Source: an optimization exercise on an open RTL-to-GDS flow (aim: a short achievable clock period and few clock cycles). Production flows keep margins and buffers that such runs may drop. In this exercise RTL edits were held to simulation tests only and were not proved equivalent to the original. Power figures rest on the tool's default switching activity, not on a simulated workload.

`design.v`:
```
`timescale 1ns/10ps
`default_nettype none
module ksAdd #(
  parameter integer N = 32,
  parameter integer L = 5               
) (
  input  wire [N-1:0] a,
  input  wire [N-1:0] b,
  input  wire         cin,
  output wire [N-1:0] sum,
  output wire         cout
);
  wire [N-1:0] g [0:L];
  wire [N-1:0] p [0:L];
  wire [N-1:0] h = a ^ b;
  assign g[0] = (a & b) | {{(N-1){1'b0}}, h[0] & cin};
  assign p[0] = h;
  genvar i, j;
  generate
    for (i = 0; i < L; i = i + 1) begin : lvl
      for (j = 0; j < N; j = j + 1) begin : bitj
        if (j >= (1 << i)) begin : comb
          assign g[i+1][j] = g[i][j] | (p[i][j] & g[i][j - (1 << i)]);
          assign p[i+1][j] = p[i][j] & p[i][j - (1 << i)];
        end else begin : pass
          assign g[i+1][j] = g[i][j];
          assign p[i+1][j] = p[i][j];
        end
      end
    end
  endgenerate
  wire [N:0] c = {g[L], cin};
  assign sum  = h ^ c[N-1:0];
  assign cout = c[N];
endmodule
module alu (
  input  wire [31:0] aR,
  input  wire [31:0] aM,
  input  wire        aSelM,
  input  wire [31:0] bR,
  input  wire [31:0] bM,
  input  wire        bSelM,
  input  wire [31:0] bAddR,     
  input  wire [31:0] bAddM,     
  input  wire        opAdd,
  input  wire        opSub,
  input  wire        opAnd,
  input  wire        opOr,
  input  wire        opNor,
  input  wire        opSlt,
  input  wire        subtract,  
  output wire [31:0] sum,
  output wire [31:0] result
);
  wire [31:0] a = aSelM ? aM : aR;
  wire [31:0] b = bSelM ? bM : bR;
  wire [31:0] sRR, sMR, sRM, sMM;
  wire        cRR, cMR, cRM, cMM;
  ksAdd #(.N(32), .L(5)) u_addRR (.a(aR), .b(bAddR), .cin(subtract), .sum(sRR), .cout(cRR));
  ksAdd #(.N(32), .L(5)) u_addMR (.a(aM), .b(bAddR), .cin(subtract), .sum(sMR), .cout(cMR));
  ksAdd #(.N(32), .L(5)) u_addRM (.a(aR), .b(bAddM), .cin(subtract), .sum(sRM), .cout(cRM));
  ksAdd #(.N(32), .L(5)) u_addMM (.a(aM), .b(bAddM), .cin(subtract), .sum(sMM), .cout(cMM));
  assign sum = aSelM ? (bSelM ? sMM : sMR) : (bSelM ? sRM : sRR);
  wire        lt = (a[31] != b[31]) ? a[31] : sum[31];
  assign result = ({32{opAdd | opSub}} & sum) |
                  ({32{opAnd}} & (a & b)) |
                  ({32{opOr}}  & (a | b)) |
                  ({32{opNor}} & ~(a | b)) |
                  ({31'd0, opSlt & lt});
endmodule
module brTarget (
  input  wire [29:0] pc4,
  input  wire [15:0] off,
  input  wire        cin,
  output wire [29:0] tgt,
  output wire [1:0]  upd       
);
  wire [15:0] lo;
  wire        c16;
  ksAdd #(.N(16), .L(4)) u_lo (.a(pc4[15:0]), .b(off), .cin(cin), .sum(lo), .cout(c16));
  wire [13:0] upP = pc4[29:16] + 14'd1;
  wire [13:0] upM = pc4[29:16] - 14'd1;
  assign tgt = {(off[15] == c16) ? pc4[29:16] : (c16 ? upP : upM), lo};
  assign upd = {c16 & ~off[15], ~c16 & off[15]};
endmodule
`default_nettype wire
`timescale 1ns/10ps
`default_nettype none
module regFile (
  input  wire        clk,
  input  wire        reset,
  input  wire [4:0]  addrA,
  input  wire [4:0]  addrB,
  input  wire [4:0]  writeAddr,
  input  wire [31:0] writeData,
  input  wire        writeEn,
  output wire [31:0] dataA,
  output wire [31:0] dataB
);
  reg [32*32-1:32] regs;    
  reg [31:1] written;
  integer i;
  always @(posedge clk) begin
    for (i = 1; i < 32; i = i + 1) begin
      if (reset)
        written[i] <= 1'b0;
      else if (writeEn && writeAddr == i)
        written[i] <= 1'b1;
      if (writeEn && writeAddr == i)
        regs[32*i +: 32] <= writeData;
    end
  end
  reg [31:0] rA, rB;
  always @(*) begin
    rA = 32'd0;
    rB = 32'd0;
    for (i = 1; i < 32; i = i + 1) begin
      rA = rA | ({32{addrA == i && written[i]}} & regs[32*i +: 32]);
      rB = rB | ({32{addrB == i && written[i]}} & regs[32*i +: 32]);
    end
  end
  assign dataA = (writeEn && writeAddr == addrA && addrA != 5'd0) ? writeData : rA;
  assign dataB = (writeEn && writeAddr == addrB && addrB != 5'd0) ? writeData : rB;
endmodule
`default_nettype wire
`timescale 1ns/10ps
`default_nettype none
module mcCpu (
  input  wire        clk,
  input  wire        reset,
  input  wire [31:0] memData,
  input  wire        memReady,
  output wire [31:0] memAddr,
  output wire [31:0] memWdata,
  output wire        memRead,
  output wire        memWrite,
  output wire        halted,
  output wire [31:0] pc
);
  localparam integer IW  = 6;            
  localparam integer NE  = 1 << IW;      
  localparam integer RW  = 24 - IW;      
  localparam [29:0]  WIN = 30'd40;       
  localparam [29:0]  FAR = 30'd56;       
  integer i;
  reg          mq_rd, mq_wr, mq_d;
  reg [31:0]   mq_a, mq_wd;
  reg [29:0]   mq_p1, mq_p2;
  reg [NE-1:0] mq_oh;
  reg          inv_v;
  reg [IW-1:0] inv_ix;
  reg [29:0]   fpc;
  reg [NE-1:0] fpc_oh;
  reg [29:0]   pfa;
  reg [NE-1:0] pfa_oh;
  reg          pf_k, pf_h, pf_miss;
  reg          d_v, d_pred;
  reg [31:0]   d_ir;
  reg [29:0]   d_pc, d_alt;
  reg [NE-1:0] d_aoh;
  reg          x_v;
  reg [4:0]    x_rd;
  reg [31:0]   x_a, x_b, x_bi, x_sd;
  reg          x_fAm, x_fBm, x_fSm;
  reg          x_add, x_sub, x_and, x_or, x_nor, x_slt, x_subt;
  reg          x_ld, x_st, x_beq, x_bne, x_pred, x_halt;
  reg [29:0]   x_pc4;
  reg [29:0]   x_rpc;                  
  reg [NE-1:0] x_roh;
  reg          m_we, m_fwd, m_ld;
  reg [4:0]    m_rd;
  reg [31:0]   m_res;
  reg          w_we;
  reg [4:0]    w_rd;
  reg [31:0]   w_val;
  reg          halt_r;
  reg [29:0]   hpc;
  reg          mo_rd, mo_wr, mo_halt;
  reg [31:0]   mo_a, mo_wd;
  reg [NE-1:0] c_v;
  reg [5:0]    c_tg  [0:NE-1];         
  reg [NE-1:0] c_rg;                   
  reg [1:0]    rg_v;
  reg [RW-1:0] rg_a0, rg_a1;
  reg [31:0]   c_d   [0:NE-1];
  reg [NE-1:0] c_p;
  reg [15:0]   c_tl  [0:NE-1];         
  reg [1:0]    c_tu  [0:NE-1];         
  reg [NE-1:0] c_j;
  assign memAddr  = mo_a;
  assign memWdata = mo_wd;
  assign memRead  = mo_rd;
  assign memWrite = mo_wr;
  assign halted   = mo_halt;
  assign pc       = {hpc, 2'b00};
  function [NE-1:0] onehot;
    input [IW-1:0] ix;
    begin
      onehot = {{(NE-1){1'b0}}, 1'b1} << ix;
    end
  endfunction
  function [NE-1:0] rotl1;
    input [NE-1:0] v;
    begin
      rotl1 = {v[NE-2:0], v[NE-1]};
    end
  endfunction
  wire portBusyD = mq_d & ~memReady;
  wire mHold     = portBusyD & mq_rd;
  wire mqF       = mq_rd & ~mq_d;            
  wire portWait  = (mq_rd | mq_wr) & ~memReady;
  wire [5:0]  md_op   = memData[31:26];
  wire        md_j    = (md_op == 6'b000010);
  wire        md_beq  = (md_op == 6'b000100);
  wire        md_bne  = (md_op == 6'b000101);
  wire        md_same = (memData[25:21] == memData[20:16]);
  wire        md_pred = md_j | (md_bne & ~md_same) | (md_beq & (md_same | memData[15]));
  wire        md_loop = ~md_j & memData[15] & (&memData[14:6]);
  wire [29:0] md_jt   = {mq_p1[29:26], memData[25:0]};
  wire [29:0] md_bt0, md_bt1, md_bt2;
  wire [1:0]  md_upd, md_upd1, md_upd2;
  brTarget u_mdT0 (.pc4(mq_p1), .off(memData[15:0]), .cin(1'b0), .tgt(md_bt0), .upd(md_upd));
  brTarget u_mdT1 (.pc4(mq_p1), .off(memData[15:0]), .cin(1'b1), .tgt(md_bt1), .upd(md_upd1));
  brTarget u_mdT2 (.pc4(mq_p2), .off(memData[15:0]), .cin(1'b1), .tgt(md_bt2), .upd(md_upd2));
  wire [29:0] md_tgt  = md_j ? md_jt : md_bt0;                 
  wire [29:0] md_tgt1 = md_j ? md_jt + 30'd1 : md_bt1;         
  wire [29:0] md_tgt2 = md_j ? md_jt + 30'd2 : md_bt2;         
  wire [NE-1:0] md_toh = onehot(md_tgt[IW-1:0]);
  reg          fr_v, fr_p, fr_j;
  reg          fr_rg;
  reg [5:0]    fr_tg;
  reg [31:0]   fr_d;
  reg [15:0]   fr_tl;
  reg [1:0]    fr_tu;
  always @(*) begin
    fr_v = 1'b0; fr_p = 1'b0; fr_j = 1'b0; fr_rg = 1'b0; fr_tg = 6'd0; fr_d = 32'd0;
    fr_tl = 16'd0; fr_tu = 2'd0;
    for (i = 0; i < NE; i = i + 1) begin
      fr_v   = fr_v   | (fpc_oh[i] & c_v[i]);
      fr_p   = fr_p   | (fpc_oh[i] & c_p[i]);
      fr_j   = fr_j   | (fpc_oh[i] & c_j[i]);
      fr_rg  = fr_rg  | (fpc_oh[i] & c_rg[i]);
      fr_tg  = fr_tg  | ({6{fpc_oh[i]}} & c_tg[i]);
      fr_d   = fr_d   | ({32{fpc_oh[i]}} & c_d[i]);
      fr_tl  = fr_tl  | ({16{fpc_oh[i]}} & c_tl[i]);
      fr_tu  = fr_tu  | ({2{fpc_oh[i]}} & c_tu[i]);
    end
  end
  wire        f_rm0 = rg_v[0] & (rg_a0 == fpc[29:IW+6]);
  wire        f_rm1 = rg_v[1] & (rg_a1 == fpc[29:IW+6]);
  wire        fhit = fr_v & (fr_tg == fpc[IW+5:IW]) & (fr_rg ? f_rm1 : f_rm0);
  wire [31:0] f_ir = fr_d;
  wire        f_p  = fr_p;
  wire [29:0] fpc1 = fpc + 30'd1;
  wire [13:0] fpc1uP = fpc1[29:16] + 14'd1;
  wire [13:0] fpc1uM = fpc1[29:16] - 14'd1;
  wire [29:0] f_t  = fr_j ? {fpc1[29:26], fr_d[25:0]} :
                     {fr_tu[1] ? fpc1uP : (fr_tu[0] ? fpc1uM : fpc1[29:16]), fr_tl};
  wire [29:0] fpc2 = fpc + 30'd2;
  wire [NE-1:0] f_toh = onehot(f_t[IW-1:0]);
  wire [5:0]  d_op = d_ir[31:26];
  wire [5:0]  d_fn = d_ir[5:0];
  wire [4:0]  d_rs = d_ir[25:21];
  wire [4:0]  d_rt = d_ir[20:16];
  wire [4:0]  d_rdf = d_ir[15:11];
  wire [15:0] d_imm = d_ir[15:0];
  wire d_isR   = (d_op == 6'b000000);
  wire d_fAdd  = d_isR & (d_fn == 6'b100000);
  wire d_fSub  = d_isR & (d_fn == 6'b100010);
  wire d_fAnd  = d_isR & (d_fn == 6'b100100);
  wire d_fOr   = d_isR & (d_fn == 6'b100101);
  wire d_fNor  = d_isR & (d_fn == 6'b100111);
  wire d_fSlt  = d_isR & (d_fn == 6'b101010);
  wire d_rOk   = d_fAdd | d_fSub | d_fAnd | d_fOr | d_fNor | d_fSlt;
  wire d_addi  = (d_op == 6'b001000);
  wire d_lui   = (d_op == 6'b001111);
  wire d_lw    = (d_op == 6'b100011);
  wire d_sw    = (d_op == 6'b101011);
  wire d_beq   = (d_op == 6'b000100);
  wire d_bne   = (d_op == 6'b000101);
  wire d_j     = (d_op == 6'b000010);
  wire d_legal = d_rOk | d_addi | d_lui | d_lw | d_sw | d_beq | d_bne | d_j;
  wire d_useRs = d_rOk | d_addi | d_lw | d_sw | d_beq | d_bne;
  wire d_useRt = d_rOk | d_sw | d_beq | d_bne;
  wire d_bReg  = d_rOk | d_beq | d_bne;         
  wire d_subt  = d_fSub | d_fSlt;
  wire [4:0] d_dst = ~d_legal ? 5'd0 :
                     (d_rOk ? d_rdf : ((d_addi | d_lui | d_lw) ? d_rt : 5'd0));
  wire [31:0] d_immv = d_lui ? {d_imm, 16'h0000} : {{16{d_imm[15]}}, d_imm};
  wire [31:0] rfA, rfB;
  regFile u_regFile (
    .clk(clk),
    .reset(reset),
    .addrA(d_rs),
    .addrB(d_rt),
    .writeAddr(w_rd),
    .writeData(w_val),
    .writeEn(w_we),
    .dataA(rfA),
    .dataB(rfB)
  );
  wire [31:0] m_val  = m_ld ? memData : m_res;
  wire        d_mA   = m_we & (m_rd == d_rs);
  wire        d_mB   = m_we & (m_rd == d_rt);
  wire [31:0] d_opA  = d_mA ? m_val : rfA;
  wire [31:0] d_opB  = d_mB ? m_val : rfB;
  wire        x_wr   = x_v & (x_rd != 5'd0) & ~x_ld;
  wire        d_xA   = x_wr & (x_rd == d_rs);
  wire        d_xB   = x_wr & (x_rd == d_rt);
  wire [31:0] d_b    = d_bReg ? d_opB : d_immv;
  wire d_hz = d_v & x_v & x_ld & (x_rd != 5'd0) &
              ((d_useRs & (d_rs == x_rd)) | (d_useRt & (d_rt == x_rd)));
  wire [29:0] d_pc4 = d_pc + 30'd1;
  wire [31:0] fa  = x_fAm ? m_res : x_a;
  wire [31:0] fb  = x_fBm ? m_res : x_b;
  wire [31:0] fbi = x_fBm ? (m_res ^ {32{x_subt}}) : x_bi;
  wire [31:0] fs  = x_fSm ? m_res : x_sd;
  wire [31:0] x_sum, x_res;
  alu u_alu (
    .aR(x_a),
    .aM(m_res),
    .aSelM(x_fAm),
    .bR(x_b),
    .bM(m_res),
    .bSelM(x_fBm),
    .bAddR(x_bi),
    .bAddM(m_res ^ {32{x_subt}}),
    .subtract(x_subt),
    .opAdd(x_add),
    .opSub(x_sub),
    .opAnd(x_and),
    .opOr(x_or),
    .opNor(x_nor),
    .opSlt(x_slt),
    .sum(x_sum),
    .result(x_res)
  );
  wire eqRR    = (x_a == x_b);
  wire eqMR    = (m_res == x_b);
  wire eqRM    = (x_a == m_res);
  wire x_eq    = x_fAm ? (x_fBm | eqMR) : (x_fBm ? eqRM : eqRR);
  wire x_taken = (x_beq & x_eq) | (x_bne & ~x_eq);
  wire redirX  = x_v & (x_beq | x_bne) & (x_taken ^ x_pred);
  wire haltX   = x_v & x_halt;
  wire flushX  = redirX | haltX | halt_r;
  wire xMem    = x_v & (x_ld | x_st);
  wire stopF   = halt_r | haltX;
  wire xHold   = mHold | (portBusyD & (xMem | haltX));
  wire dHold = d_v & (d_hz | xHold);         
  wire fgo   = ~dHold & fhit & ~flushX;      
  wire fjump = fgo & f_p;                    
  wire inFlightF = mqF & (mq_a[31:2] == fpc);
  wire demand    = ~fhit & ~inFlightF & ~stopF;
  wire follow    = mqF & md_pred & ~md_loop & ~stopF;    
  function lookHit;
    input [NE-1:0] oh;
    input [29:0]   wa;
    reg            v, rg;
    reg [5:0]      tg;
    integer        j;
    begin
      v = 1'b0; rg = 1'b0; tg = 6'd0;
      for (j = 0; j < NE; j = j + 1) begin
        v  = v  | (oh[j] & c_v[j]);
        rg = rg | (oh[j] & c_rg[j]);
        tg = tg | ({6{oh[j]}} & c_tg[j]);
      end
      lookHit = v & (tg == wa[IW+5:IW]) &
                (rg ? (rg_v[1] & (rg_a1 == wa[29:IW+6]))
                    : (rg_v[0] & (rg_a0 == wa[29:IW+6])));
    end
  endfunction
  wire [29:0] pfa1   = pfa + 30'd1;
  wire [29:0] pfa2   = pfa + 30'd2;
  wire        hitHold = lookHit(pfa_oh, pfa) | (mqF & (mq_a[31:2] == pfa));
  wire        hitAdv  = lookHit(rotl1(pfa_oh), pfa1) | (mqF & (mq_a[31:2] == pfa1));
  wire        inFlP  = mqF & (mq_a[31:2] == pfa);
  wire        pfHit  = (pf_k & pf_h) | inFlP;
  wire [8:0]  pLo    = {1'b0, pfa[7:0]} - {1'b0, fpc[7:0]};
  wire [21:0] fpcUp1 = fpc[29:8] + 22'd1;
  wire        pUpOk  = pLo[8] ? (pfa[29:8] == fpcUp1) : (pfa[29:8] == fpc[29:8]);
  wire        pInWin = pUpOk & (pLo[7:0] < WIN[7:0]);
  wire        resync = ~(pUpOk & (pLo[7:0] < FAR[7:0]));
  wire        pfNeed = pInWin & ~pfHit & ~stopF & (pf_k | pf_miss);
  reg [29:0]   s_pfa;
  reg [NE-1:0] s_pfoh;
  reg [1:0]    s_pk;
  always @(*) begin
    if (resync) begin
      s_pfa = fpc; s_pfoh = fpc_oh; s_pk = 2'd3;
    end else if (pInWin & pfHit) begin
      s_pfa = pfa1; s_pfoh = rotl1(pfa_oh); s_pk = 2'd1;
    end else begin
      s_pfa = pfa; s_pfoh = pfa_oh; s_pk = 2'd0;
    end
  end
  reg          a_rd, a_wr, a_d;
  reg [31:0]   a_a, a_wd;
  reg [29:0]   a_p1, a_p2, a_pfa;
  reg [NE-1:0] a_oh, a_pfoh;
  reg [1:0]    a_pk;
  always @(*) begin
    a_rd = 1'b0; a_wr = 1'b0; a_d = 1'b0; a_a = mq_a; a_wd = mq_wd;
    a_p1 = mq_p1; a_p2 = mq_p2; a_oh = mq_oh;
    if (follow) begin
      a_pfa = md_tgt; a_pfoh = md_toh; a_pk = 2'd2;
    end else begin
      a_pfa = s_pfa; a_pfoh = s_pfoh; a_pk = s_pk;
    end
    if (xMem) begin
      a_rd = x_ld; a_wr = x_st; a_d = 1'b1; a_a = x_sum; a_wd = fs;
    end else if (demand) begin
      a_rd = 1'b1; a_a = {fpc, 2'b00}; a_p1 = fpc1; a_p2 = fpc2; a_oh = fpc_oh;
    end else if (follow) begin
      a_rd = 1'b1; a_a = {md_tgt, 2'b00}; a_p1 = md_tgt1; a_p2 = md_tgt2; a_oh = md_toh;
      a_pfa = md_tgt1; a_pfoh = rotl1(md_toh); a_pk = 2'd2;
    end else if (pfNeed) begin
      a_rd = 1'b1; a_a = {pfa, 2'b00}; a_p1 = pfa1; a_p2 = pfa2; a_oh = pfa_oh;
      a_pfa = pfa1; a_pfoh = rotl1(pfa_oh); a_pk = 2'd1;
    end
  end
  reg          b_rd, b_wr, b_d;
  reg [31:0]   b_a, b_wd;
  reg [29:0]   b_pfa;
  reg [NE-1:0] b_pfoh;
  reg [1:0]    b_pk;
  always @(*) begin
    b_rd = mq_rd; b_wr = mq_wr; b_d = mq_d; b_a = mq_a; b_wd = mq_wd;
    b_pfa = s_pfa; b_pfoh = s_pfoh; b_pk = s_pk;
    if (!mq_d && xMem) begin            
      b_rd = x_ld; b_wr = x_st; b_d = 1'b1; b_a = x_sum; b_wd = fs;
      b_pfa = mq_a[31:2];               
      b_pfoh = mq_oh; b_pk = 2'd2;
    end
  end
  wire [1:0] n_pk = portWait ? b_pk : a_pk;
  reg [5:0]    st_tag;
  always @(*) begin
    st_tag = 6'd0;
    for (i = 0; i < NE; i = i + 1) begin
      if (mq_a[IW+1:2] == i) st_tag = c_tg[i];
    end
  end
  wire m_rm0  = rg_v[0] & (rg_a0 == mq_a[31:IW+8]);
  wire m_rm1  = rg_v[1] & (rg_a1 == mq_a[31:IW+8]);
  wire m_new  = ~m_rm0 & ~m_rm1;
  wire m_vict = f_rm0;                         
  wire m_rid  = m_rm0 ? 1'b0 : (m_rm1 ? 1'b1 : m_vict);
  wire fillC  = mqF & memReady;
  always @(posedge clk or posedge reset) begin
    if (reset) begin
      mo_wr   <= 1'b0;
      mo_halt <= 1'b0;
    end else begin
      mo_wr   <= ~halt_r & (portWait ? b_wr : a_wr);
      mo_halt <= halt_r | (haltX & ~xHold);
    end
  end
  always @(posedge clk) begin
    if (reset) begin
      mq_rd  <= 1'b1;           
      mq_wr  <= 1'b0;
      mq_d   <= 1'b0;
      mq_a   <= 32'd0;
      halt_r <= 1'b0;
      mo_rd  <= 1'b1;
      mo_a   <= 32'd0;
    end else begin
      if (halt_r) begin
        mq_rd <= 1'b0; mq_wr <= 1'b0; mq_d <= 1'b0;
        mo_rd <= 1'b0;
      end else if (portWait) begin
        mq_rd <= b_rd; mq_wr <= b_wr; mq_d <= b_d; mq_a <= b_a;
        mo_rd <= b_rd; mo_a <= b_a;
      end else begin
        mq_rd <= a_rd; mq_wr <= a_wr; mq_d <= a_d; mq_a <= a_a;
        mo_rd <= a_rd; mo_a <= a_a;
      end
      if (haltX & ~xHold) halt_r <= 1'b1;
    end
  end
  always @(posedge clk) begin
    if (reset) begin
      mq_p1  <= 30'd1;
      mq_p2  <= 30'd2;
      mq_oh  <= {{(NE-1){1'b0}}, 1'b1};
      pfa    <= 30'd1;
      pfa_oh <= {{(NE-2){1'b0}}, 2'b10};
      pf_k   <= 1'b0;
      pf_miss <= 1'b1;
      fpc    <= 30'd0;
      fpc_oh <= {{(NE-1){1'b0}}, 1'b1};
      inv_v  <= 1'b0;
      d_v    <= 1'b0;
      x_v    <= 1'b0;
      m_we   <= 1'b0;
      m_fwd  <= 1'b0;
      m_ld   <= 1'b0;
      w_we   <= 1'b0;
      c_v    <= {NE{1'b0}};
      rg_v   <= 2'b00;
    end else begin
      if (fillC && m_new) rg_v[m_vict] <= 1'b1;
      if (!portWait) begin
        mq_p1 <= a_p1;
        mq_p2 <= a_p2;
        mq_oh <= a_oh;
      end
      pfa    <= portWait ? b_pfa : a_pfa;
      pfa_oh <= portWait ? b_pfoh : a_pfoh;
      pf_k    <= ~n_pk[1];
      pf_h    <= n_pk[0] ? hitAdv : hitHold;
      pf_miss <= (n_pk == 2'd2);
      inv_v  <= mq_wr & (st_tag == mq_a[IW+7:IW+2]);    
      inv_ix <= mq_a[IW+1:2];
      for (i = 0; i < NE; i = i + 1) begin
        if (fillC && mq_oh[i])
          c_v[i] <= 1'b1;
        else if ((inv_v && inv_ix == i) || (fillC && m_new && c_rg[i] == m_vict))
          c_v[i] <= 1'b0;
      end
      if (redirX) begin
        fpc    <= x_rpc;
        fpc_oh <= x_roh;
      end else if (fjump) begin
        fpc    <= f_t;
        fpc_oh <= f_toh;
      end else if (fgo) begin
        fpc    <= fpc1;
        fpc_oh <= rotl1(fpc_oh);
      end
      if (flushX)      d_v <= 1'b0;
      else if (!dHold)      d_v <= fgo;
      if (!xHold) x_v <= d_v & ~d_hz & ~flushX;
      if (!mHold) begin
        m_we  <= x_v & ~xHold & (x_rd != 5'd0);
        m_fwd <= x_v & ~xHold & (x_rd != 5'd0) & ~x_ld;
        m_ld  <= x_v & ~xHold & x_ld;
      end
      w_we <= m_we & ~mHold;
    end
  end
  always @(posedge clk) begin
    if (!halt_r) begin
      mq_wd <= portWait ? b_wd : a_wd;
      mo_wd <= portWait ? b_wd : a_wd;
    end
    for (i = 0; i < NE; i = i + 1) begin
      if (mqF && memReady && mq_oh[i]) begin
        c_tg[i]  <= mq_a[IW+7:IW+2];
        c_rg[i]  <= m_rid;
        c_d[i]   <= memData;
        c_p[i]   <= md_pred;
        c_tl[i]  <= md_bt0[15:0];
        c_tu[i]  <= md_upd;
        c_j[i]   <= md_j;
      end
    end
    if (haltX & ~xHold) hpc <= x_pc4;
    if (fillC && m_new && !m_vict) rg_a0 <= mq_a[31:IW+8];
    if (fillC && m_new &&  m_vict) rg_a1 <= mq_a[31:IW+8];
    if (!dHold) begin
      d_ir   <= f_ir;
      d_pc   <= fpc;
      d_pred <= f_p;
      d_alt  <= f_p ? fpc1 : f_t;
      d_aoh  <= f_p ? rotl1(fpc_oh) : f_toh;
    end
    if (!xHold) begin
      x_pc4  <= d_pc4;
      x_rd   <= d_dst;
      x_a    <= d_useRs ? d_opA : 32'd0;
      x_b    <= d_b;
      x_bi   <= d_subt ? ~d_b : d_b;
      x_sd   <= d_opB;
      x_fAm  <= d_useRs & d_xA;
      x_fBm  <= d_bReg & d_xB;
      x_fSm  <= d_sw & d_xB;
      x_add  <= d_fAdd | d_addi | d_lui | d_lw | d_sw;
      x_sub  <= d_fSub;
      x_and  <= d_fAnd;
      x_or   <= d_fOr;
      x_nor  <= d_fNor;
      x_slt  <= d_fSlt;
      x_subt <= d_subt;
      x_ld   <= d_lw;
      x_st   <= d_sw;
      x_beq  <= d_beq;
      x_bne  <= d_bne;
      x_pred <= d_pred;
      x_halt <= ~d_legal;
      x_rpc  <= d_alt;
      x_roh  <= d_aoh;
    end else begin
      x_a   <= fa;
      x_b   <= fb;
      x_bi  <= fbi;
      x_sd  <= fs;
      x_fAm <= 1'b0;
      x_fBm <= 1'b0;
      x_fSm <= 1'b0;
      if (redirX) x_pred <= x_taken;      
    end
    if (!mHold) begin
      m_rd  <= x_rd;
      m_res <= x_res;
    end
    w_rd  <= m_rd;
    w_val <= m_val;
  end
endmodule
`default_nettype wire
```
`flow/run.sh`:
```
#!/bin/bash
set -euo pipefail
bash standard.sh SETUP_SLACK_MARGIN=6.5 finish > standard.log 2>&1
```
`standard.sh`:
```
#!/bin/bash
# synth_recipe.tcl (not shown) runs the flow's synth.tcl, then flattens the netlist and writes it again
# the make line also repeats each setting of config.mk as NAME=value (left out here)
make -C /OpenROAD-flow-scripts/flow DESIGN_CONFIG=/design/flow/config.mk WORK_HOME=/design/flow/orfs CLKGATE_MAP_FILE= SYNTH_SCRIPT=/design/flow/synth_recipe.tcl "${@:-finish}"
```
`config.mk`:
```
export PLATFORM = sky130hd
export DESIGN_NAME = mcCpu
export DESIGN_NICKNAME = mcCpu
export VERILOG_FILES = /design/flow/design.v
export SDC_FILE = /design/flow/constraint.sdc
export NUM_CORES = 8
export LEC_CHECK = 0
export ABC_CLOCK_PERIOD_IN_PS = 3000
export CAP_MARGIN = 20
export CORE_MARGIN = 2
export CORE_UTILIZATION = 40
export GPL_ROUTABILITY_DRIVEN = 1
export PLACE_DENSITY = 0.55
export SLEW_MARGIN = 20
export TNS_END_PERCENT = 100
```
`constraint.sdc`:
```
create_clock -name core_clock -period 10.0 [get_ports {clk}]
set_input_delay 2.0000 -clock core_clock [delete_from_list [all_inputs] [get_ports {clk}]]
set_output_delay 2.0000 -clock core_clock [all_outputs]
set_load 0.01 [all_outputs]
```
==> results by group, run 1 <==
Status
  • Outcome: complete, but fails checks
  • Failing Checks: slew limit

Flow run
  • Max_cap viols: 0

Logic synthesis
  • Post-synthesis compound-gate area fraction: 0.185
  • Post-Synth Adder-Cell Area: 0.00842
  • Synth area leaders: edfxtp_1 (62%), a221oi_1 (4.9%), a22o_1 (4.8%), dfxtp_1 (4.4%), xnor2_1 (2.0%)
  • Synth cell types: 109
  • Yosys top cell by area: edfxtp_1
  • Number of synthesized flops with an enable pin: 5241
  • Sequential area share after synthesis: 0.667
  • Avg Inst Size Synth: 13.6 um2
  • Synth Area in Simple Gates: 0.0686
  • XOR/XNOR Fraction of Synth Area: 0.0275
  • Synth Register Bits: 5802
  • Combinational family with the most area after synthesis: compound AO/OA/AOI/OAI gates
  • Mapped Area: 0.253 mm2
  • Synth async-reset ratio: 0.000345
  • Yosys top cell area share: 0.622
  • Syn Inst Count: 18641
  • Yosys warns: 8
  • Cell with the most instances after synthesis: edfxtp_1
  • Mux contribution to synthesized area: 0.0168
  • Top cells by count, synth: edfxtp_1 (5241), a221oi_1 (1410), a22o_1 (1384), clkbuf_1 (1252), nand2_1 (1122)
  • Ys flop type: edfxtp_1

Clock tree
  • CTS tree: done
  • Clock Path Buffers: 4
  • H-tree levels: 6
  • # hold bufs at CTS: 0
  • Clock root buffer: clkbuf_16
  • Total clock sinks: 5802
  • CTS Buf Count: 630
  • Reg clk slew, reported paths: 0.07 ns
  • Worst-skew pair later-pin latency: 1.18 ns

Worst setup path
  • R2R Path Start: fpc_oh[55]$_SDFFE_PP0P_
  • Critical path, cell by cell: buf_16 -> buf_4 -> a221oi_2 -> nand4_1 -> nor4_4 -> xnor2_1 -> or4_4 -> buf_6 -> o21ai_4 -> buf_12 -> buf_12 -> a21oi_4 -> buf_6 -> buf_6 -> buf_6 -> buf_16 -> a21oi_2 -> a21oi_1 -> a211oi_1
  • Crit path largest cell delay: 0.90 ns
  • WP data required: 11.03 ns
  • Most frequent CP cell: buf_6
  • Critical Path AT: 5.93 ns
  • Max FO, Critical Path: 7
  • Critical Path Source: fpc_oh[55]$_SDFFE_PP0P_
  • Critical path type: reg2reg
  • Worst setup SP type: flop
  • Setup crit end kind: flop
  • CP max-delay cell: nor4_4

GRT
  • GRT overflow: 0
  • Total Routing Usage GR: 0.480
  • Vias in the first global route: 202250
  • Initial antenna violation count: 185
  • First-pass GRT wire length: 2030 mm
  • Largest net degree at the start of global routing: 87

Power
  • Logic pwr share: 0.101
  • Pint: 41600 uW
  • Pleak: 0.110 uW
  • Pwr Density: 174 mW/mm2
  • Sequential power share: 0.481
  • Clk pwr share: 0.418
  • Sw Pwr: 14700 uW
  • Peak supply drop: 215 uV
  • Switching portion of total power: 0.261

Route
  • Final ANT Viol Nets: 0
  • Vias: 231931
  • Drt pass-1 iters: 17
  • Drt total wl: 1610 mm
  • 1st-iter DRT viols: 54194
  • Routed length per placed instance: 54.5 um
  • Vias per Instance: 7.87
  • Residual DRC: 0

Floorplanning
  • Die X: 799 um
  • Core footprint: 0.631 mm2
  • IO Count: 134
  • Die area: 0.639 mm2
  • Die Y: 799 um
  • Core Rows: 292
  • Starting Density: 0.401

Placement
  • Final HPWL DP: 859 mm
  • RD Place Congestion: 1.05
  • Port bufs: 131
  • Placed inst area: 0.270 mm2

Cells and area
  • Final instance area: 0.323 mm2
  • Filler Cells Inserted: 52984
  • Fin nets: 20520
  • Layout cells sized above 1: 0.268
  • Syn-to-layout area delta: 27.8%
  • Multi-input gate area in the final layout: 0.0895 mm2
  • Area occupied by registers: 0.169 mm2
  • Fin util: 0.512

Timing
  • Final worst path period share: 0.490
  • Fmax: 204 MHz
  • Worst slew pin tran: 1.52 ns
  • Count of final setup violators: 0
  • Hold Vio Cnt, Final: 0
  • Max-slew violations: 9
  • Final min period: 4.90 ns
  • Slew HR: -0.0159
  • Final Skew: 0.0910 ns
  • RSZ-0062 raised after global routing: true
  • Setup TNS: 0 ns

Min path
  • Worst hold path type: reg2reg
  • Hold_sp: x_pc4[19]$_DFFE_PP_
## registers in the layout, indices dropped and copies added, names as in the netlist, 64 cells and up
| name | cells |
|---|---|
| c_v | 64 |
| c_rg | 64 |
| c_tu | 128 |
| c_tl | 1024 |
| u_regFile.regs | 992 |
| c_d | 2048 |
| d_aoh | 64 |
| c_p | 64 |
| pfa_oh | 64 |
| fpc_oh | 64 |
| c_tg | 384 |
| mq_oh | 64 |
| x_roh | 64 |
| c_j | 64 |
## path summary, 6_finish.rpt
| check | to | slack [ns] | depth (start not counted) |
|---|---|---|---|
| min in group asynchronous | mo_halt$_DFF_PP0_ | 2.32 | 3 |
| max in group asynchronous | mo_halt$_DFF_PP0_ | 7.27 | 3 |
| worst min register to register | hpc[19]$_DFFE_PP_ | 0.39 | 0 |
| worst min-delay path | hpc[19]$_DFFE_PP_ | 0.39 | 0 |
| worst max register to register | pfa_oh[0]$_SDFF_PP0_ | 5.10 | 19 |
| worst max-delay path | pfa_oh[0]$_SDFF_PP0_ | 5.10 | 19 |
## logic make-up (layout without fill, tap and decap cells)
| kind of cell | count (synthesis) | count (layout) |
|---|---|---|
| mux | 379 | 379 |
| fa+ha+maj | 166 | 166 |
| simple gates | 3582 | 3595 |
| xor+xnor | 793 | 793 |
| compound gates | 6154 | 6155 |
| buf+inv | 1764 | 3946 |
| other cells | 1 | 244 |
| flops | 5802 | 5802 |
## power groups by stage
stage          clock network [uW]  registers (uW)  logic, uW
3_3_place_gp                    0           27600       3770
3_5_place_dp                    0           27600       3760
5_1_grt                     24200           27100       5530
4_1_cts                     23300           27000       4970
2_1_floorplan                   0           27500       1930
6_report                    23500           27100       5660
## layer usage
metal / GRT usage / part of all wire
met1: 0.584 / 0.33
met2: 0.625 / 0.38
met3: 0.276 / 0.19
met4: 0.339 / 0.097
met5: 0.0598 / 0.0035
## cells in the final DEF (no fill, tap or decap), drive strengths merged, types with 93 or more instances in the layout
| cell type | count |
|---|---|
| edfxtp | 5241 |
| buf | 2517 |
| a221oi | 1410 |
| a22o | 1384 |
| nand2 | 1123 |
| clkbuf | 828 |
| a21oi | 775 |
| nor2 | 746 |
| a22oi | 643 |
| xnor2 | 593 |
| o21ai | 579 |
| dfxtp | 559 |
| nand4 | 515 |
| nand3 | 366 |
| clkinv | 271 |
| diode | 242 |
| nor3 | 238 |
| mux2i | 223 |
| xor2 | 200 |
| a211oi | 192 |
| o211ai | 182 |
| ha | 159 |
| and3 | 147 |
| inv | 141 |
| mux2 | 133 |
| o22ai | 110 |
| nor4 | 104 |
| a31oi | 100 |
| a21o | 93 |
## cell type report
cell class                      count  share of cell area
Inverter                          193             0.00331
Timing Repair inverter              2           0.0000581
Sequential cell                  5802               0.523
Tap cell                         8379              0.0324
Clock inverter                    345              0.0100
Timing Repair Buffer             2600               0.101
Clock buffer                      806              0.0523
Multi-Input combinational cell  11090               0.277
Antenna cell                      242             0.00187
## critical path: cells and delay by family (launching register included)
kind | cells | cell delay, ns
AO/OA/AOI/OAI | 6 | 1.10
XOR/XNOR | 1 | 0.18
buffers and inverters | 9 | 1.37
flip-flops | 1 | 0.39
AND/OR/NAND/NOR | 3 | 1.69
## stage by stage
step	instances	setup WS [ns]	total power, uW	hold slack (ns)
floorplan	18642	5.07	29400	0.400
global placement	26407	2.98	31400	0.400
detailed placement	26413	3.03	31400	0.405
CTS	28915	5.55	55300	0.402
global route	29301	5.28	56800	0.416
finish	29459	5.10	56300	0.386
## repair_timing
| item | in CTS | in global routing |
|---|---|---|
| gates resized for setup | 2923 | 825 |
| setup buffers | 1186 | 277 |
| gates cloned | 165 | 23 |
| pin swaps | 606 | 497 |
| setup endpoints to repair | 6069 | 1584 |
Testbench counts, summed over its fixed seeds: cycles 27,747.
==> inputs of run 2 (changes only) <==
--- a/design.v
+++ b/design.v
@@ -139,7 +139,7 @@
 );
-  localparam integer IW  = 6;            
+  localparam integer IW  = 5;            
   localparam integer NE  = 1 << IW;      
   localparam integer RW  = 24 - IW;      
-  localparam [29:0]  WIN = 30'd40;       
-  localparam [29:0]  FAR = 30'd56;       
+  localparam [29:0]  WIN = 30'd24;       
+  localparam [29:0]  FAR = 30'd30;       
   integer i;
--- a/config.mk
+++ b/config.mk
@@ -10,5 +10,5 @@
 export CORE_MARGIN = 2
-export CORE_UTILIZATION = 40
+export CORE_UTILIZATION = 45
 export GPL_ROUTABILITY_DRIVEN = 1
-export PLACE_DENSITY = 0.55
+export PLACE_DENSITY = 0.6
 export SLEW_MARGIN = 20
==> run 2 against run 1 <==
The run now finishes clean. Cell area shrank 31%. Core utilization rose by 7.8 points. Routed wire length shrank 39%. Synthesized cell count is 27% lower. Largest cell class unchanged. Largest power group unchanged.
==> results by group, run 2 <==
Timing
  • Final worst path period share: 0.458
  • Fmax: 218 MHz
  • Setup TNS: 0 ns
  • Final min period: 4.58 ns
  • Max-slew violations: 0
  • Hold Vio Cnt, Final: 0
  • RSZ-0062 raised after global routing: true
  • Worst slew pin tran: 1.35 ns
  • Final Skew: 0.115 ns
  • Count of final setup violators: 0
  • Slew HR: 0.0994

Logic synthesis
  • Syn Inst Count: 13572
  • Synth area leaders: edfxtp_1 (58%), a22oi_1 (6.9%), dfxtp_1 (5.1%), xnor2_1 (2.4%), nand2_1 (1.9%)
  • Number of synthesized flops with an enable pin: 3290
  • Yosys warns: 8
  • Yosys top cell by area: edfxtp_1
  • Sequential area share after synthesis: 0.630
  • Top cells by count, synth: edfxtp_1 (3290), a22oi_1 (1580), nand2_1 (881), clkbuf_1 (824), nor2_1 (712)
  • Avg Inst Size Synth: 12.6 um2
  • Synth async-reset ratio: 0.000537
  • Yosys top cell area share: 0.579
  • Cell with the most instances after synthesis: edfxtp_1
  • Mapped Area: 0.171 mm2
  • Synth cell types: 103
  • Synth Register Bits: 3723
  • Ys flop type: edfxtp_1

GRT
  • First-pass GRT wire length: 1270 mm
  • Met1 Use GR: 0.589
  • Largest net degree at the start of global routing: 83
  • GRT overflow: 0
  • Initial antenna violation count: 87
  • Routing usage on met2: 0.686
  • Total Routing Usage GR: 0.489
  • Vias in the first global route: 142024
  • GR Layer Usage met3: 0.207
  • Busiest grt layer: met2

Worst setup path
  • Most frequent CP cell: buf_4
  • Reg2Reg Setup Slack: 5.42 ns
  • Max FO, Critical Path: 11
  • Family with the most delay on the worst path: simple AND/OR/NAND/NOR gates
  • R2R Path Start: fpc_oh[26]$_SDFFE_PP0P_
  • CP max-delay cell: nor4_4
  • Worst path bufs/invs: 5
  • R2r endpoint: mq_a[7]$_SDFFE_PP0P_
  • Critical path type: reg2reg
  • Critical Path AT: 5.47 ns
  • WP data required: 10.89 ns
  • R2r worst-path depth: 15
  • Critical path, cell by cell: a22oi_2 -> nand4_1 -> nor4_4 -> xnor2_1 -> nor3_2 -> buf_6 -> buf_4 -> a31o_4 -> buf_4 -> nand2_4 -> o21ai_4 -> buf_12 -> buf_4 -> nor2_4 -> a31o_4
  • Setup crit end kind: flop
  • Crit path largest cell delay: 0.83 ns
  • Worst setup SP type: flop

Placement
  • Final HPWL DP: 523 mm
  • Placed inst area: 0.182 mm2
  • Port bufs: 131
  • RD Place Congestion: 1.03

Min path
  • Hold EP: x_rpc[13]$_DFFE_PP_
  • Hold_sp: d_alt[13]$_DFFE_PN_
  • Hold path cells: 0
  • Worst hold path type: reg2reg

Route
  • Residual DRC: 0
  • Routed length per placed instance: 48.0 um
  • Final ANT Viol Nets: 0
  • Vias: 155348
  • Vias per Instance: 7.62
  • Drt pass-1 iters: 13
  • Drt total wl: 979 mm
  • 1st-iter DRT viols: 33232

Power
  • Pwr Density: 163 mW/mm2
  • Peak supply drop: 156 uV
  • Pleak: 0.0761 uW

Floorplanning
  • Die area: 0.384 mm2
  • Core footprint: 0.378 mm2
  • Core Rows: 226
  • Starting Density: 0.451
  • IO Count: 134
  • Die X: 620 um
  • Die Y: 620 um

Cells and area
  • Final instance area: 0.223 mm2
  • Regs by FF count: c_d: 1024 flops, u_regFile.regs: 992 flops, c_tl: 512 flops
  • Commonest non-fill, non-tap cell in the layout: edfxtp_1
  • Syn-to-layout area delta: 30.9%
  • Most frequent cells in the layout: edfxtp_1 (3290), a22oi_1 (1536), buf_4 (1096)
  • Largest reg by FF count: c_d
  • Fin nets: 15181
  • Max reg flops: 1024
  • Layout cells sized above 1: 0.295

Status
  • Outcome: finished clean

Clock tree
  • CTS tree: done
  • Worst-skew pair later-pin latency: 1.07 ns
  • Clock Path Buffers: 4
  • Reg clk slew, reported paths: 0.06 ns
  • # hold bufs at CTS: 0
  • Clock root buffer: clkbuf_16
  • Total clock sinks: 3723
  • CTS Buf Count: 395
  • H-tree levels: 5

Flow run
  • Max_cap viols: 0
[run 2: what timing repair did]
item	CTS	global route
pin swaps	587	483
buffers inserted	869	342
resized for setup	2547	820
setup endpoints to repair	3305	895
gates cloned	135	35
[run 2: through the flow]
| step | setup WS (ns) | power [uW] | util | std cells | hold WS [ns] |
|---|---|---|---|---|---|
| 2_1_floorplan | 5.13 | 18700 | - | 13573 | 0.400 |
| 3_3_place_gp | 3.16 | 19700 | 0.480 | 18215 | 0.400 |
| 3_5_place_dp | 3.10 | 19700 | 0.480 | 18216 | 0.405 |
| 4_1_cts | 5.62 | 35900 | 0.570 | 19957 | 0.410 |
| 5_1_grt | 5.47 | 36900 | 0.590 | 20347 | 0.414 |
| 6_report | 5.42 | 36500 | 0.591 | 20394 | 0.399 |
[run 2: worst max path at each step]
stage                             from                     end  slack [ns]  cells past startpoint
2_1_floorplan               memData[0]    pfa_oh[0]$_SDFF_PP0_        5.13                     15
3_3_place_gp               memData[29]   mq_oh[4]$_SDFFE_PP0P_        3.16                     14
3_5_place_dp               memData[29]  mq_p1[17]$_SDFFE_PP0P_        3.10                     14
4_1_cts                     memData[8]      pfa[29]$_SDFF_PP0_        5.62                     18
5_1_grt            fpc[4]$_SDFFE_PP0P_      pfa[16]$_SDFF_PP0_        5.47                     17
6_report       fpc_oh[26]$_SDFFE_PP0P_    mq_a[7]$_SDFFE_PP0P_        5.42                     15
[run 2: layout make-up]
cell class / count / area [um2]
diodes: 60 / 150
clock buffers: 492 / 10500
clock inverters: 245 / 3150
fillers: 29405 / 155000
inverters: 159 / 825
multi-input cells: 8639 / 69900
flip-flops and latches: 3723 / 108000
well taps: 5016 / 6280
repair buffers: 2056 / 24900
repair inverters: 4 / 28.8
[run 2: routing by layer]
metal	up-vias	routed length [um]
li1	57099	-
met1	76482	321000
met2	16585	391000
met3	5112	162000
met4	70	105000
met5	-	774
[run 2: worst reg2reg max path: stages, from the launching register on]
cell and delay [ns]:
dfxtp_4 0.51, a22oi_2 0.37, nand4_1 0.18, nor4_4 0.83
xnor2_1 0.20, nor3_2 0.27, buf_6 0.17, buf_4 0.11
a31o_4 0.26, buf_4 0.18, nand2_4 0.13, o21ai_4 0.57
buf_12 0.23, buf_4 0.13, nor2_4 0.04, a31o_4 0.24
[run 2: cell families after synthesis]
group                      synth area share
muxes                                0.0252
buffers and inverters                0.0276
DFF                                   0.630
xor gates and xnor gates             0.0389
other                             0.0000220
AOI/OAI and AO/OA                     0.174
and+or+nand+nor                      0.0919
adders and majority gates            0.0127
[run 2: report_power, final]
part | switching [uW] | total [uW] | internal, uW
clock | 6690 | 15800 | 9090
combinational | 2200 | 3450 | 1250
sequential | 161 | 17200 | 17100
total | 9050 | 36500 | 27400
Testbench counts of run 2, summed over its fixed seeds: cycles 29,205.
==> inputs of run 3 (changes only) <==
--- a/design.v
+++ b/design.v
@@ -352,3 +352,5 @@
   wire inFlightF = mqF & (mq_a[31:2] == fpc);
-  wire demand    = ~fhit & ~inFlightF & ~stopF;
+  wire demandC   = ~fhit & ~inFlightF & ~stopF;
+  reg  dem_r;
+  wire demand    = dem_r & ~inFlightF & ~stopF;
   wire follow    = mqF & md_pred & ~md_loop & ~stopF;    
@@ -381,4 +383,6 @@
   wire        pUpOk  = pLo[8] ? (pfa[29:8] == fpcUp1) : (pfa[29:8] == fpc[29:8]);
-  wire        pInWin = pUpOk & (pLo[7:0] < WIN[7:0]);
-  wire        resync = ~(pUpOk & (pLo[7:0] < FAR[7:0]));
+  wire        pInWinC = pUpOk & (pLo[7:0] < WIN[7:0] - 8'd1);
+  reg         pInWin;                
+  wire        resyncC = ~(pUpOk & (pLo[7:0] < FAR[7:0]));
+  reg         resync;                
   wire        pfNeed = pInWin & ~pfHit & ~stopF & (pf_k | pf_miss);
@@ -489,2 +493,5 @@
       pf_k   <= 1'b0;
+      dem_r  <= 1'b0;
+      resync <= 1'b0;
+      pInWin <= 1'b1;
       pf_miss <= 1'b1;
@@ -510,2 +517,5 @@
       pfa_oh <= portWait ? b_pfoh : a_pfoh;
+      dem_r   <= demandC & ~fgo & ~fjump & ~redirX;
+      resync  <= resyncC & ~resync;
+      pInWin  <= pInWinC;
       pf_k    <= ~n_pk[1];
==> run 3 against run 2 <==
Combinational power is 63% higher. Non-clock buffer count is 66 higher. Routed wire length is 0.73% lower. Area after synthesis is 0.99% higher. Synthesized cell count is 1.0% higher. Clock power is 5% lower. Largest cell class unchanged.
==> results by group, run 3 <==
Status
  • Outcome: finished clean

Placement
  • Port bufs: 131
  • Placed inst area: 0.182 mm2
  • Final HPWL DP: 506 mm
  • RD Place Congestion: 1.01
  • Placed Cells: 18294

Logic synthesis
  • Synth async-reset ratio: 0.000537
  • Mapped Area: 0.172 mm2
  • Combinational family with the most area after synthesis: compound AO/OA/AOI/OAI gates
  • Post-Synth Adder-Cell Area: 0.0126
  • Synth Register Bits: 3726
  • Yosys top cell by area: edfxtp_1
  • Yosys top cell area share: 0.573
  • Synth area leaders: edfxtp_1 (57%), a22oi_1 (7.6%), dfxtp_1 (5.0%), xnor2_1 (2.1%), nand2_1 (2.0%)
  • Number of synthesized flops with an enable pin: 3290
  • Post-synthesis compound-gate area fraction: 0.172
  • XOR/XNOR Fraction of Synth Area: 0.0379
  • Top cells by count, synth: edfxtp_1 (3290), a22oi_1 (1740), nand2_1 (934), nor2_1 (682), clkbuf_1 (652)
  • Synth Area in Simple Gates: 0.0955
  • Mux contribution to synthesized area: 0.0288
  • Ys flop type: edfxtp_1
  • Sequential area share after synthesis: 0.624
  • Yosys warns: 8
  • Syn Inst Count: 13712
  • Cell with the most instances after synthesis: edfxtp_1
  • Synth cell types: 122
  • Avg Inst Size Synth: 12.6 um2

Timing
  • Final min period: 4.29 ns
  • Setup TNS: 0 ns
  • Final worst path period share: 0.429
  • Final Skew: 0.0886 ns
  • Hold Vio Cnt, Final: 0
  • Max-slew violations: 0
  • Slew HR: 0.104
  • Worst slew pin tran: 1.34 ns
  • Fmax: 233 MHz
  • RSZ-0062 raised after global routing: true
  • Count of final setup violators: 0

GRT
  • Total Routing Usage GR: 0.477
  • GRT overflow: 0
  • Vias in the first global route: 143280
  • First-pass GRT wire length: 1260 mm
  • Initial antenna violation count: 97
  • Largest net degree at the start of global routing: 105

Route
  • 1st-iter DRT viols: 35102
  • Vias: 157816
  • Drt pass-1 iters: 13
  • Drt total wl: 972 mm
  • Residual DRC: 0
  • Final ANT Viol Nets: 0
  • Routed length per placed instance: 47.1 um
  • Vias per Instance: 7.64

Worst setup path
  • Critical path, cell by cell: buf_12 -> buf_12 -> buf_12 -> inv_12 -> ha_4 -> inv_4 -> fa_2 -> a21o_1 -> a21oi_4 -> o21ai_4 -> buf_6 -> a21oi_4 -> o21ai_4 -> buf_4 -> or3_1 -> o31ai_4 -> nand3_1 -> a32oi_2 -> a311oi_1
  • Reg2Reg Setup Slack: 5.86 ns
  • R2r endpoint: mq_a[30]$_SDFFE_PP0P_
  • R2R Path Start: x_subt$_DFFE_PP_
  • Crit path largest cell delay: 0.35 ns
  • Worst path bufs/invs: 7
  • Family with the most delay on the worst path: compound AO/OA/AOI/OAI gates
  • Critical path type: in2reg
  • Worst setup SP type: primary input
  • R2r worst-path depth: 17
  • Most frequent CP cell: buf_12
  • Critical Path AT: 5.14 ns
  • CP max-delay cell: or3_1
  • Setup crit end kind: flop
  • Max FO, Critical Path: 5
  • WP data required: 10.85 ns

Cells and area
  • Largest reg by FF count: c_d
  • Max reg flops: 1024
  • Commonest non-fill, non-tap cell in the layout: edfxtp_1
  • Multi-input gate area in the final layout: 0.0715 mm2
  • Area occupied by registers: 0.108 mm2
  • Regs by FF count: c_d: 1024 flops, u_regFile.regs: 992 flops, c_tl: 512 flops
  • Syn-to-layout area delta: 30.3%
  • Final instance area: 0.225 mm2
  • Fin nets: 15397
  • Layout cells sized above 1: 0.296
  • Filler Cells Inserted: 29735
  • Most frequent cells in the layout: edfxtp_1 (3290), a22oi_1 (1684), buf_4 (1135)
  • Finished Layout Cells: 20644

Floorplanning
  • IO Count: 134
  • Core footprint: 0.382 mm2
  • Die Y: 623 um
  • Starting Density: 0.452
  • Die area: 0.388 mm2
  • Core Rows: 227
  • Die X: 623 um

Clock tree
  • Total clock sinks: 3726
  • Clock root buffer: clkbuf_16
  • Reg clk slew, reported paths: 0.06 ns
  • CTS tree: done
  • CTS Buf Count: 394
  • Clock Path Buffers: 4
  • Worst-skew pair later-pin latency: 1.07 ns
  • H-tree levels: 5

Power
  • Peak supply drop: 164 uV
  • Clk pwr share: 0.389
  • Logic pwr share: 0.146
  • Sequential power share: 0.465
  • Pint: 27900 uW
  • Pleak: 0.0786 uW
  • Switching portion of total power: 0.275
  • Pwr Density: 171 mW/mm2
  • Sw Pwr: 10600 uW

Min path
  • Worst hold path type: reg2reg
  • Hold_sp: d_alt[28]$_DFFE_PN_
  • Hold path cells: 0
  • Hold EP: x_rpc[28]$_DFFE_PP_

Flow run
  • Max_cap viols: 0
==> run 3: kinds of logic after synthesis <==
group,count (synthesis)
buf+inv,1242
xor+xnor,743
compound gates,4095
simple gates,3297
fa+ha+maj,169
flops,3726
mux,439
other cells,1
==> run 3: worst max-delay path by stage <==
stage                                    to  cells after the start         from
global placement         pfa[28]$_SDFF_PP0_                     12  memData[27]
detailed placement       pfa[28]$_SDFF_PP0_                     12  memData[27]
floorplan           fpc_oh[31]$_SDFFE_PP0P_                     11     memReady
global route          mq_a[31]$_SDFFE_PP0P_                     15   memData[4]
CTS                   mq_a[16]$_SDFFE_PP0P_                     22   memData[0]
finish               mq_p1[23]$_SDFFE_PP0P_                     19   memData[0]
==> run 3: area by class of cell <==
cell class | instances | area share
Timing Repair inverter | 4 | 0.000167
Timing Repair Buffer | 2122 | 0.112
Clock inverter | 223 | 0.0101
Inverter | 157 | 0.00375
Multi-Input combinational cell | 8788 | 0.318
Antenna cell | 81 | 0.000902
Sequential cell | 3726 | 0.480
Tap cell | 5038 | 0.0281
Clock buffer | 505 | 0.0470
==> run 3: power groups by stage <==
stage | logic [uW] | registers [uW] | clock network [uW]
after CTS | 4870 | 17900 | 14900
after global routing | 5620 | 17900 | 15500
after detailed placement | 3570 | 18200 | 0
after floorplan | 2060 | 18000 | 0
final | 5630 | 17900 | 15000
after global placement | 3550 | 18200 | 0
==> run 3: per-layer routing <==
| layer | vias up | share of wire | track usage |
|---|---|---|---|
| met5 | - | 0.0010 | 0.00778 |
| met4 | 64 | 0.11 | 0.374 |
| met3 | 5330 | 0.17 | 0.225 |
| met2 | 17344 | 0.40 | 0.660 |
| met1 | 77262 | 0.32 | 0.567 |
| li1 | 57816 | - | - |
==> run 3: worst register-to-register path, stage by stage (launching register included) <==
cell,delay [ns]
edfxtp_1,0.46
clkinvlp_4,0.18
buf_12,0.17
buf_12,0.14
ha_4,0.32
inv_4,0.05
ha_4,0.27
o211ai_1,0.21
a211oi_4,0.31
nand3_4,0.17
a211o_1,0.37
and2_4,0.19
o311ai_4,0.27
xnor2_2,0.18
nor2_4,0.08
o41ai_4,0.37
buf_4,0.21
a31oi_1,0.09
==> run 3: metrics by stage <==
stage / worst slack (ns) / power (uW) / util / hold slack, ns
after CTS: 5.81 / 37600 / 0.568 / 0.386
after floorplan: 5.11 / 20100 / - / 0.400
after global routing: 5.64 / 39000 / 0.588 / 0.409
after global placement: 3.15 / 21700 / 0.477 / 0.401
after detailed placement: 3.11 / 21800 / 0.477 / 0.405
final: 5.71 / 38500 / 0.589 / 0.398
==> run 3: what timing repair did <==
item	4_1_cts	5_1_grt
pin swaps	529	571
cloned	141	31
hold buffers	0	0
buffers inserted	994	374
setup endpoints to repair	2758	1215
gates resized for setup	2499	823
Testbench counts of run 3, summed over its fixed seeds: cycles 29,854.
==> inputs of run 4 (changes only) <==
--- a/design.v
+++ b/design.v
@@ -217,12 +217,9 @@
   wire        md_pred = md_j | (md_bne & ~md_same) | (md_beq & (md_same | memData[15]));
-  wire        md_loop = ~md_j & memData[15] & (&memData[14:6]);
   wire [29:0] md_jt   = {mq_p1[29:26], memData[25:0]};
-  wire [29:0] md_bt0, md_bt1, md_bt2;
-  wire [1:0]  md_upd, md_upd1, md_upd2;
+  wire [29:0] md_bt0;
+  wire [1:0]  md_upd;
   brTarget u_mdT0 (.pc4(mq_p1), .off(memData[15:0]), .cin(1'b0), .tgt(md_bt0), .upd(md_upd));
-  brTarget u_mdT1 (.pc4(mq_p1), .off(memData[15:0]), .cin(1'b1), .tgt(md_bt1), .upd(md_upd1));
-  brTarget u_mdT2 (.pc4(mq_p2), .off(memData[15:0]), .cin(1'b1), .tgt(md_bt2), .upd(md_upd2));
-  wire [29:0] md_tgt  = md_j ? md_jt : md_bt0;                 
-  wire [29:0] md_tgt1 = md_j ? md_jt + 30'd1 : md_bt1;         
-  wire [29:0] md_tgt2 = md_j ? md_jt + 30'd2 : md_bt2;         
+  wire [29:0] md_tgt  = md_jt;                                 
+  wire [29:0] md_tgt1 = md_jt + 30'd1;                         
+  wire [29:0] md_tgt2 = md_jt + 30'd2;                         
   wire [NE-1:0] md_toh = onehot(md_tgt[IW-1:0]);
@@ -355,3 +352,3 @@
   wire demand    = dem_r & ~inFlightF & ~stopF;
-  wire follow    = mqF & md_pred & ~md_loop & ~stopF;    
+  wire follow    = mqF & md_j & ~stopF;    
   function lookHit;
--- a/config.mk
+++ b/config.mk
@@ -8,3 +8,3 @@
 export ABC_CLOCK_PERIOD_IN_PS = 3000
-export CAP_MARGIN = 20
+export CAP_MARGIN = 35
 export CORE_MARGIN = 2
@@ -13,3 +13,3 @@
 export PLACE_DENSITY = 0.6
-export SLEW_MARGIN = 20
+export SLEW_MARGIN = 30
 export TNS_END_PERCENT = 100
==> run 4 against run 3 <==
Register-to-register slack got worse by 0.06 ns. Core utilization fell by 0.28 points. Clock skew increased by 0.045 ns. Sequential share of layout area grew 0.98 points. Power shrank 3.9%. Critical endpoint is now m_res[0]$_DFFE_PN_.
==> results by group, run 4 <==
GRT
  • GRT overflow: 0
  • First-pass GRT wire length: 1220 mm
  • Initial antenna violation count: 111
  • Total Routing Usage GR: 0.469
  • Largest net degree at the start of global routing: 112
  • Busiest grt layer: met2
  • Met1 Use GR: 0.578
  • GR Layer Usage met3: 0.204
  • Vias in the first global route: 138872
  • Routing usage on met2: 0.648

Route
  • Vias per Instance: 7.59
  • Residual DRC: 0
  • Routed length per placed instance: 46.5 um
  • Vias: 153271
  • Drt total wl: 940 mm
  • Final ANT Viol Nets: 0
  • 1st-iter DRT viols: 33600
  • Drt pass-1 iters: 15

Logic synthesis
  • Ys flop type: edfxtp_1
  • Synth cell types: 101
  • Syn Inst Count: 13484
  • Yosys warns: 8
  • Sequential area share after synthesis: 0.633
  • Top cells by count, synth: edfxtp_1 (3290), a22oi_1 (1655), nand2_1 (877), clkbuf_1 (823), nor2_1 (707)
  • Cell with the most instances after synthesis: edfxtp_1
  • Synth async-reset ratio: 0.000538
  • Yosys top cell by area: edfxtp_1
  • Mapped Area: 0.170 mm2
  • Yosys top cell area share: 0.583
  • Synth area leaders: edfxtp_1 (58%), a22oi_1 (7.3%), dfxtp_1 (5.0%), xnor2_1 (2.5%), nand2_1 (1.9%)
  • Number of synthesized flops with an enable pin: 3290
  • Synth Register Bits: 3716
  • Avg Inst Size Synth: 12.6 um2

Placement
  • Final HPWL DP: 512 mm
  • Pre-CTS WS: 3.41 ns
  • Port bufs: 131
  • RD Place Congestion: 1.00

Cells and area
  • Filler Cells Inserted: 29030
  • Regs by FF count: c_d: 1024 flops, u_regFile.regs: 992 flops, c_tl: 512 flops
  • Max reg flops: 1024
  • Syn-to-layout area delta: 29.6%
  • Commonest non-fill, non-tap cell in the layout: edfxtp_1
  • Area occupied by registers: 0.108 mm2
  • Multi-input gate area in the final layout: 0.0674 mm2
  • Most frequent cells in the layout: edfxtp_1 (3290), a22oi_1 (1588), buf_4 (1015)
  • Fin nets: 15005
  • Layout cells sized above 1: 0.279
  • Fin util: 0.586
  • Largest reg by FF count: c_d

Clock tree
  • Clock root buffer: clkbuf_16
  • # hold bufs at CTS: 0
  • H-tree levels: 5
  • Worst-skew pair later-pin latency: 1.07 ns
  • CTS tree: done
  • Clock Path Buffers: 4
  • CTS Buf Count: 392
  • Total clock sinks: 3716
  • Reg clk slew, reported paths: 0.06 ns

Timing
  • RSZ-0062 raised after global routing: true
  • Hold Vio Cnt, Final: 0
  • Final min period: 4.20 ns
  • Slew HR: 0.210
  • Max-slew violations: 0
  • Count of final setup violators: 0
  • Final Skew: 0.134 ns
  • Worst slew pin tran: 1.18 ns
  • Worst hold margin: 0.398 ns
  • Final worst path period share: 0.420
  • Fmax: 238 MHz
  • Worst Slack Setup Final: 5.80 ns
  • Setup TNS: 0 ns

Floorplanning
  • Core footprint: 0.375 mm2
  • IO Count: 134
  • Die area: 0.382 mm2
  • Core Rows: 225
  • Die X: 618 um
  • Die Y: 618 um
  • Starting Density: 0.452

Worst setup path
  • Critical Path AT: 4.96 ns
  • Setup crit end kind: flop
  • Worst setup SP type: flop
  • CP max-delay cell: edfxtp_1
  • Critical path type: reg2reg
  • Max FO, Critical Path: 4
  • R2r worst-path depth: 19
  • Critical path, cell by cell: buf_12 -> clkinvlp_4 -> buf_12 -> buf_12 -> clkbuf_16 -> ha_4 -> inv_4 -> ha_4 -> o211a_1 -> o211ai_1 -> a21o_1 -> a211o_1 -> nand3b_1 -> a41oi_2 -> buf_4 -> o2111a_1 -> a21oi_2 -> nand2_2 -> o41ai_4
  • Most frequent CP cell: buf_12
  • Worst path bufs/invs: 7
  • Crit path largest cell delay: 0.38 ns
  • WP data required: 10.75 ns
  • CP Depth: 19
  • Family with the most delay on the worst path: compound AO/OA/AOI/OAI gates

Power
  • Clk pwr share: 0.408
  • Peak supply drop: 187 uV
  • Logic pwr share: 0.112
  • Pleak: 0.0757 uW
  • Sequential power share: 0.480
  • Switching portion of total power: 0.260
  • Sw Pwr: 9600 uW
  • Pwr Density: 168 mW/mm2
  • Pint: 27400 uW

Min path
  • Hold path cells: 0
  • Worst hold path type: reg2reg

Status
  • Outcome: finished clean

Flow run
  • Max_cap viols: 0
## run 4: changes by cell type after synthesis, sizes merged, moves of 61 or more
cell	before	now
nand3	331	450
xnor2	423	484
buf	430	258
a22oi	1740	1656
xor2	320	257
clkbuf	655	825
## run 4: layout make-up
| cell class | instances | share of cell area |
|---|---|---|
| Multi-Input combinational cell | 8541 | 0.306 |
| Antenna cell | 77 | 0.000877 |
| Tap cell | 4994 | 0.0284 |
| Clock inverter | 234 | 0.0112 |
| Timing Repair Buffer | 1984 | 0.112 |
| Sequential cell | 3716 | 0.490 |
| Inverter | 167 | 0.00432 |
| Clock buffer | 494 | 0.0475 |
## run 4: routing by layer
| layer | vias to the layer above | part of all wire |
|---|---|---|
| li1 | 56470 | - |
| met1 | 75207 | 0.33 |
| met2 | 16589 | 0.39 |
| met3 | 4913 | 0.17 |
| met4 | 92 | 0.10 |
| met5 | - | 0.0018 |
## run 4: per-stage QoR
| stage | total power (uW) | instance area, um2 | std cells |
|---|---|---|---|
| floorplan | 19500 | 171000 | 13485 |
| global placement | 20900 | 178000 | 18047 |
| finish | 37000 | 220000 | 20207 |
| detailed placement | 21000 | 179000 | 18098 |
| CTS | 36400 | 212000 | 19727 |
| global route | 37500 | 220000 | 20138 |
## run 4: worst paths after layout
path,startpoint,endpoint,slack [ns]
max in group asynchronous,reset,mo_halt$_DFF_PP0_,8.17
setup / recovery,x_subt$_DFFE_PP_,m_res[0]$_DFFE_PN_,5.80
setup reg to reg,x_subt$_DFFE_PP_,m_res[0]$_DFFE_PN_,5.80
hold reg to reg,d_aoh[7]$_DFFE_PN_,x_roh[7]$_DFFE_PP_,0.40
hold / removal,d_aoh[7]$_DFFE_PN_,x_roh[7]$_DFFE_PP_,0.40
min in group asynchronous,reset,mo_wr$_DFF_PP0_,1.60
## run 4: kinds of logic after synthesis
kind of cell    count (synthesis)  share of synthesized area
flops                        3716                      0.633
other cells                     1                  0.0000221
simple gates                 3341                     0.0972
mux                           347                     0.0227
buf+inv                      1250                     0.0285
fa+ha+maj                     168                     0.0127
xor+xnor                      747                     0.0391
compound gates               3914                      0.167
## run 4: power by group through the flow
stage	clock network, uW	logic, uW	registers, uW
floorplan	0	1570	17900
global placement	0	2810	18100
detailed placement	0	2860	18100
CTS	15000	3660	17700
global route	15600	4160	17800
finish	15100	4130	17800
## run 4: what timing repair did
action / in CTS / in global routing
endpoints found under the hold margin: 0 / 0
gates resized for setup: 2582 / 799
pin swaps: 454 / 523
endpoints found under the setup margin: 3339 / 837
buffers inserted: 769 / 354
gates cloned: 132 / 40
Testbench counts of run 4, summed over its fixed seeds: cycles 30,348.

==> static timing again, ports no longer ideal <==
No port has a modelled driver above. Below, the same layouts with a new extraction and two added sets of constraints.
Step 1 assumes that a clkbuf_16 drives the clock port and a buf_2 every other input.
Step 2 also shifts input and output timing later by t, the mid clock arrival at the registers, as if the neighbouring blocks saw the same clock.
Slacks: ideal ports / drivers / drivers and shift; pairs: ideal ports / drivers.
| run | t, ns | setup slack, ns | worst setup path after step 2 | latest minus earliest clock arrival (ns) |
|---|---|---|---|---|
| run 1 | 1.274 | 5.101 / 5.101 / 4.316 | input to register | 0.092 / 0.093 |
| run 2 | 1.143 | 5.421 / 5.421 / 4.375 | input to register | 0.116 / 0.115 |
| run 3 | 1.137 | 5.710 / 5.678 / 4.541 | input to register | 0.098 / 0.098 |
| run 4 | 1.127 | 5.797 / 5.797 / 4.812 | input to register | 0.139 / 0.138 |
For run 3, which loses most, drivers alone change the setup slack by -0.032 ns; drivers and shift together by -1.169 ns.
